What follows belongs to an exercise in optimizing a design on an open flow for small area, a short achievable clock period and few clock cycles per item; a production flow would make more cautious choices.
The RTL was checked by simulation tests, not by an equivalence proof against the original design.
Power is estimated from default activity; no workload was simulated.

Setup of exp/willow:
// adaptive_threshold_heart_rate
module adaptive_threshold_heart_rate #(
	parameter int WINDOW_DEPTH = 100,
	parameter int RATE_DEPTH   = 4
) (
	input  logic                         clk,
	input  logic                         arst_n,
	input  logic                         in_valid,
	output logic                         in_ready,
	input  logic [atr_pkg::SMP_W-1:0]    ir_sample,
	input  logic [atr_pkg::TIME_W-1:0]   time_ms,
	input  logic                         beat_detected,
	output logic                         out_valid,
	input  logic                         out_ready,
	output logic [atr_pkg::SMP_W-1:0]    threshold,
	output logic                         above_threshold,
	output logic [atr_pkg::BPM_W-1:0]    instant_bpm,
	output logic [atr_pkg::MEAN_W-1:0]   average_bpm,
	output logic [1:0]                   notify
);
Size: roughly 4,600 cells after synthesis, roughly 100 I/O pins, ~86,000 um2 of cells after synthesis.
Settings: LEC_CHECK=0, CAP_MARGIN=20, CORE_MARGIN=2, CORE_UTILIZATION=60, CTS_CLUSTER_DIAMETER=70, CTS_CLUSTER_SIZE=30, PLACE_DENSITY=0.7, SLEW_MARGIN=20; clock period 10.0 ns.
standard.sh (not shown) runs the stock make flow with config.mk's settings and CLKGATE_MAP_FILE= SYNTH_SCRIPT=/design/flow/synth_recipe.tcl, a recipe that flattens the netlist after the stock synthesis.
==> flow/flow/run.sh <==
#!/bin/bash
# Standard ORFS layout, with the timing repair steps aiming at a 3.7 ns period instead of the
# 10 ns clock (setup margin 6.3 ns). The clock, constraints and every other step are the standard ones.
set -euo pipefail
bash standard.sh SETUP_SLACK_MARGIN=6.3 finish > make_finish.log 2>&1
exp/willow did not stop at any stage, and its layout met the timing, DRC and antenna checks.
Testbench counts of exp/willow, summed over its fixed seeds: cycles 4,953, items 4,800.
### exp/willow -> exp/tundra
# exp/willow
export LEC_CHECK = 0
export CAP_MARGIN = 20
export CORE_MARGIN = 2
export CORE_UTILIZATION = 60
export CTS_CLUSTER_DIAMETER = 70
export CTS_CLUSTER_SIZE = 30
export PLACE_DENSITY = 0.7
export SLEW_MARGIN = 20
create_clock -name core_clock -period 10.0 [get_ports {clk}]
# exp/tundra
export LEC_CHECK = 0
export CAP_MARGIN = 20
export CORE_MARGIN = 2
export CORE_UTILIZATION = 40
export CTS_CLUSTER_DIAMETER = 60
export CTS_CLUSTER_SIZE = 40
export SLEW_MARGIN = 20
create_clock -name core_clock -period 10.0 [get_ports {clk}]
## What came out
exp/tundra: done, clean on timing, DRC and antenna. Going from exp/willow to exp/tundra, synthesized netlist cell count level, layout overhead on the synthesized area climbed 2.8 points. Compared with exp/willow, overall die area in exp/tundra increased by more than a quarter. Length of the first detailed-routing pass in iterations in exp/tundra vs exp/willow: down 3. exp/tundra — slack of the critical path 23 ps higher, exp/willow as reference.
Input-level comparison between exp/yarrow and exp/tundra:
# exp/tundra
export LEC_CHECK = 0
export CAP_MARGIN = 20
export CORE_MARGIN = 2
export CORE_UTILIZATION = 40
export CTS_CLUSTER_DIAMETER = 60
export CTS_CLUSTER_SIZE = 40
export SLEW_MARGIN = 20
create_clock -name core_clock -period 10.0 [get_ports {clk}]
# exp/yarrow
export LEC_CHECK = 0
export CAP_MARGIN = 20
export CORE_MARGIN = 2
export CORE_UTILIZATION = 50
export CTS_CLUSTER_DIAMETER = 70
export CTS_CLUSTER_SIZE = 30
export SLEW_MARGIN = 20
create_clock -name core_clock -period 10.0 [get_ports {clk}]
Results
- Share of cells above drive strength 1: exp/yarrow < exp/tundra
- In the flow results for exp/tundra and exp/yarrow, the mean number of vias per cell is larger on exp/yarrow.
- Routing usage on met1: higher on exp/yarrow
- Between exp/tundra and exp/yarrow, starting density of the core is lower for exp/tundra, exp/yarrow comes in above that.
- Core utilization: exp/yarrow vs exp/tundra up 11 points
diff inputs: exp/yarrow => exp/onyx
# exp/yarrow
export LEC_CHECK = 0
export CAP_MARGIN = 20
export CORE_MARGIN = 2
export CORE_UTILIZATION = 50
export CTS_CLUSTER_DIAMETER = 70
export CTS_CLUSTER_SIZE = 30
export SLEW_MARGIN = 20
create_clock -name core_clock -period 10.0 [get_ports {clk}]
# exp/onyx
export LEC_CHECK = 0
export CAP_MARGIN = 20
export CORE_MARGIN = 2
export CORE_UTILIZATION = 40
export CTS_CLUSTER_SIZE = 25
export SLEW_MARGIN = 20
create_clock -name core_clock -period 10.0 [get_ports {clk}]
Compared with exp/yarrow, exp/onyx shows post-placement cell count that has gone up by a little under 10%.
Relative to exp/yarrow, exp/onyx degrades cell leakage power.
Going from exp/yarrow to exp/onyx, finished layout cell area now sits higher; synthesized netlist cell count now sits at about the same level; achievable frequency now sits higher.
exp/onyx vs. exp/yarrow: count of non-CTS buffers in the layout down 24; worst setup margin grew by 280 ps; via count of the first global-routing pass higher.
Re final wirelength: exp/yarrow was lower than exp/onyx.
exp/yarrow -> exp/onyx: wire length of the first global-routing pass increased by a few percent
Ratio of final minimum period to clock period | exp/onyx below exp/yarrow


Setup of build 97:
adaptive_threshold_heart_rate again, from the RTL that the note above started with.
==> flow/config.mk <==
export PLATFORM = sky130hd
export DESIGN_NAME = adaptive_threshold_heart_rate
export DESIGN_NICKNAME = adaptive_threshold_heart_rate
export VERILOG_FILES = /design/flow/design.v
export SDC_FILE = /design/flow/constraint.sdc
export NUM_CORES = 4
export LEC_CHECK = 0
export CAP_MARGIN = 20
export CORE_MARGIN = 2
export CORE_UTILIZATION = 60
export CTS_CLUSTER_DIAMETER = 70
export CTS_CLUSTER_SIZE = 30
export PLACE_DENSITY = 0.7
export SETUP_SLACK_MARGIN = 5
export SLEW_MARGIN = 20
==> flow/constraint.sdc <==
create_clock -name core_clock -period 10.0 [get_ports {clk}]
set_input_delay 2.0000 -clock core_clock [delete_from_list [all_inputs] [get_ports {clk}]]
set_output_delay 2.0000 -clock core_clock [all_outputs]
set_load 0.01 [all_outputs]
run.sh (not shown) runs the stock make flow with config.mk's settings and CLKGATE_MAP_FILE= SYNTH_SCRIPT=/design/flow/synth_recipe.tcl, a recipe that flattens the netlist after the stock synthesis.
Stock flow here: none of the scripts above is used.
Build 97: flow completed, timing, DRC and antenna clean
Testbench counts of build 97, summed over its fixed seeds: cycles 4,953, items 4,800.
What build 56 does differently from build 97 at the input level:
==> flow/flow/run.sh (new file) <==
#!/bin/bash
# Standard ORFS layout, with the timing repair steps aiming at a 3.7 ns period instead of the
# 10 ns clock (setup margin 6.3 ns). The clock, constraints and every other step are the standard ones.
set -euo pipefail
bash standard.sh SETUP_SLACK_MARGIN=6.3 finish > make_finish.log 2>&1
==> flow/standard.sh (new file) <==
#!/bin/bash
# synth_recipe.tcl (not shown) runs the flow's synth.tcl, then flattens the netlist and writes it again
# the make line also repeats each setting of config.mk as NAME=value (left out here)
make -C /OpenROAD-flow-scripts/flow DESIGN_CONFIG=/design/flow/config.mk WORK_HOME=/design/flow/orfs CLKGATE_MAP_FILE= SYNTH_SCRIPT=/design/flow/synth_recipe.tcl "${@:-finish}"
--- a/flow/config.mk
+++ b/flow/config.mk
@@ -9,7 +9,6 @@
 export CORE_MARGIN = 2
-export CORE_UTILIZATION = 60
+export CORE_UTILIZATION = 70
 export CTS_CLUSTER_DIAMETER = 70
 export CTS_CLUSTER_SIZE = 30
-export PLACE_DENSITY = 0.7
-export SETUP_SLACK_MARGIN = 5
+export PLACE_DENSITY = 0.8
 export SLEW_MARGIN = 20
removed: flow/run.sh
### Flow results
Placed instance count (build 56 vs. build 97) decreases by a few percent. Measured against each other, build 56 and build 97 differ in global-route total usage across every layer, the lower figure coming from build 97. Share of final layout cell area taken by clock buffers and inverters: lower on build 56. Taking build 97 as the reference point, the setup slack of the critical path after layout of build 56 rises by 0.78 ns. Compared to build 97, the routing of build 56 uses more wire.
The following lists how build 77 was set up differently from build 56:
--- a/flow/config.mk
+++ b/flow/config.mk
@@ -9,6 +9,3 @@
 export CORE_MARGIN = 2
-export CORE_UTILIZATION = 70
-export CTS_CLUSTER_DIAMETER = 70
-export CTS_CLUSTER_SIZE = 30
-export PLACE_DENSITY = 0.8
+export CORE_UTILIZATION = 40
 export SLEW_MARGIN = 20
==> results.txt <==
Via count, build 77 and build 56: smaller value in build 77
Final cell count grows by more than 10% when moving from build 56 to build 77.
Build 77 ends up with higher number of instances resized during post-cts repair than build 56 does.
Most utilized layer in the global route result: met2 -> build 56, met1 -> build 77
Compared with build 56, build 77 shows a lower total track usage.
For build 13, these inputs were changed with respect to build 77:
--- a/flow/config.mk
+++ b/flow/config.mk
@@ -10,2 +10,4 @@
 export CORE_UTILIZATION = 40
+export CTS_CLUSTER_DIAMETER = 70
+export CTS_CLUSTER_SIZE = 30
 export SLEW_MARGIN = 20
[summary]
Build 77 → build 13: share of the core filled with cells now sits lower; worst setup margin fell 0.028 ns; number of antenna violations at the first check in global routing flat; net switching fraction of the power has increased.
In build 13 the wire length on met1 turned out 1200 um lower than in build 77.
Against build 77 as the reference, build 13 delivers a lower power per cell area.
Build 13 reports a lower total wire length than build 77 does.
Build 13 vs build 77: detail-routed net length per standard cell up slightly
Higher count of cell instances traversed by the critical path was reported by build 77, not build 13.
Global-route usage (lower): build 13
Build 13 vs build 77: buffers inserted during post-CTS setup optimization up
--- input diff build 13..build 12 ---
==> flow/flow/run.sh <==
#!/bin/bash
# Standard ORFS layout, with the timing repair steps aiming at a 3.4 ns period instead of the
# 10 ns clock (setup margin 6.6 ns). The clock, constraints and every other step are the standard ones.
set -euo pipefail
bash standard.sh SETUP_SLACK_MARGIN=6.6 finish > make_finish.log 2>&1
--- a/flow/config.mk
+++ b/flow/config.mk
@@ -10,4 +10,2 @@
 export CORE_UTILIZATION = 40
-export CTS_CLUSTER_DIAMETER = 70
-export CTS_CLUSTER_SIZE = 30
 export SLEW_MARGIN = 20
Results
Status | build 13 and build 12 | clean. Number of clock buffer instances in the layout was lower in build 13 than in build 12. Build 12 -> build 13: adder and majority gate portion of the synthesized area delta 0, exact match. Synthesis-to-layout area growth was higher in the run labelled build 12. On sequential logic power, build 13 and build 12 are basically level. Between build 13 and build 12, the antenna diode count is lower for build 13. From build 12 to build 13, number of rows in the core area did not move at all. In the reports for build 13 and build 12, the smaller non-clock buffer count belongs to build 13. Looking at worst setup path category, the flip-flop to output pin result is from build 12; the input pin to flip-flop one comes from build 13. The wire length of the first global-routing pass of build 12 exceeds that of build 13 by about 4%. Number of gates resized after cts is lower on build 13. Higher sequential cell area share goes to build 13 over build 12. Worst setup slack was higher in the run labelled build 13.

==> separate check: timing with driven ports <==
The results above use ideal ports. As a check the final layouts listed here were re-extracted and re-timed, cells and wires unchanged.
Step 1: set_driving_cell puts a clkbuf_16 on clk and a buf_2 on each other input, an assumption about the parent block.
Step 2 moves the port delays by t, midway between the first and last clock arrival at a register: inputs arrive t later, outputs are due t later. That takes back most of the time a late clock gives input paths.
a / b / c = ideal / step 1 / step 2; a / b = the first two.
run	t (ns)	setup WS [ns]	pins driven straight from the clock port
exp/willow	0.823	6.321 / 6.311 / 5.520	1
exp/tundra	0.886	6.344 / 6.298 / 5.424	1
exp/yarrow	0.833	6.049 / 6.049 / 5.561	1
exp/onyx	0.910	6.327 / 6.289 / 5.378	1
build 97	0.822	5.385 / 5.357 / 4.536	1
build 56	0.802	6.163 / 6.163 / 5.408	1
build 77	0.910	6.327 / 6.289 / 5.378	1
build 13	0.875	6.299 / 6.257 / 5.382	1
build 12	0.915	6.292 / 6.208 / 5.605	1
After both steps setup and hold are still met in every run listed.
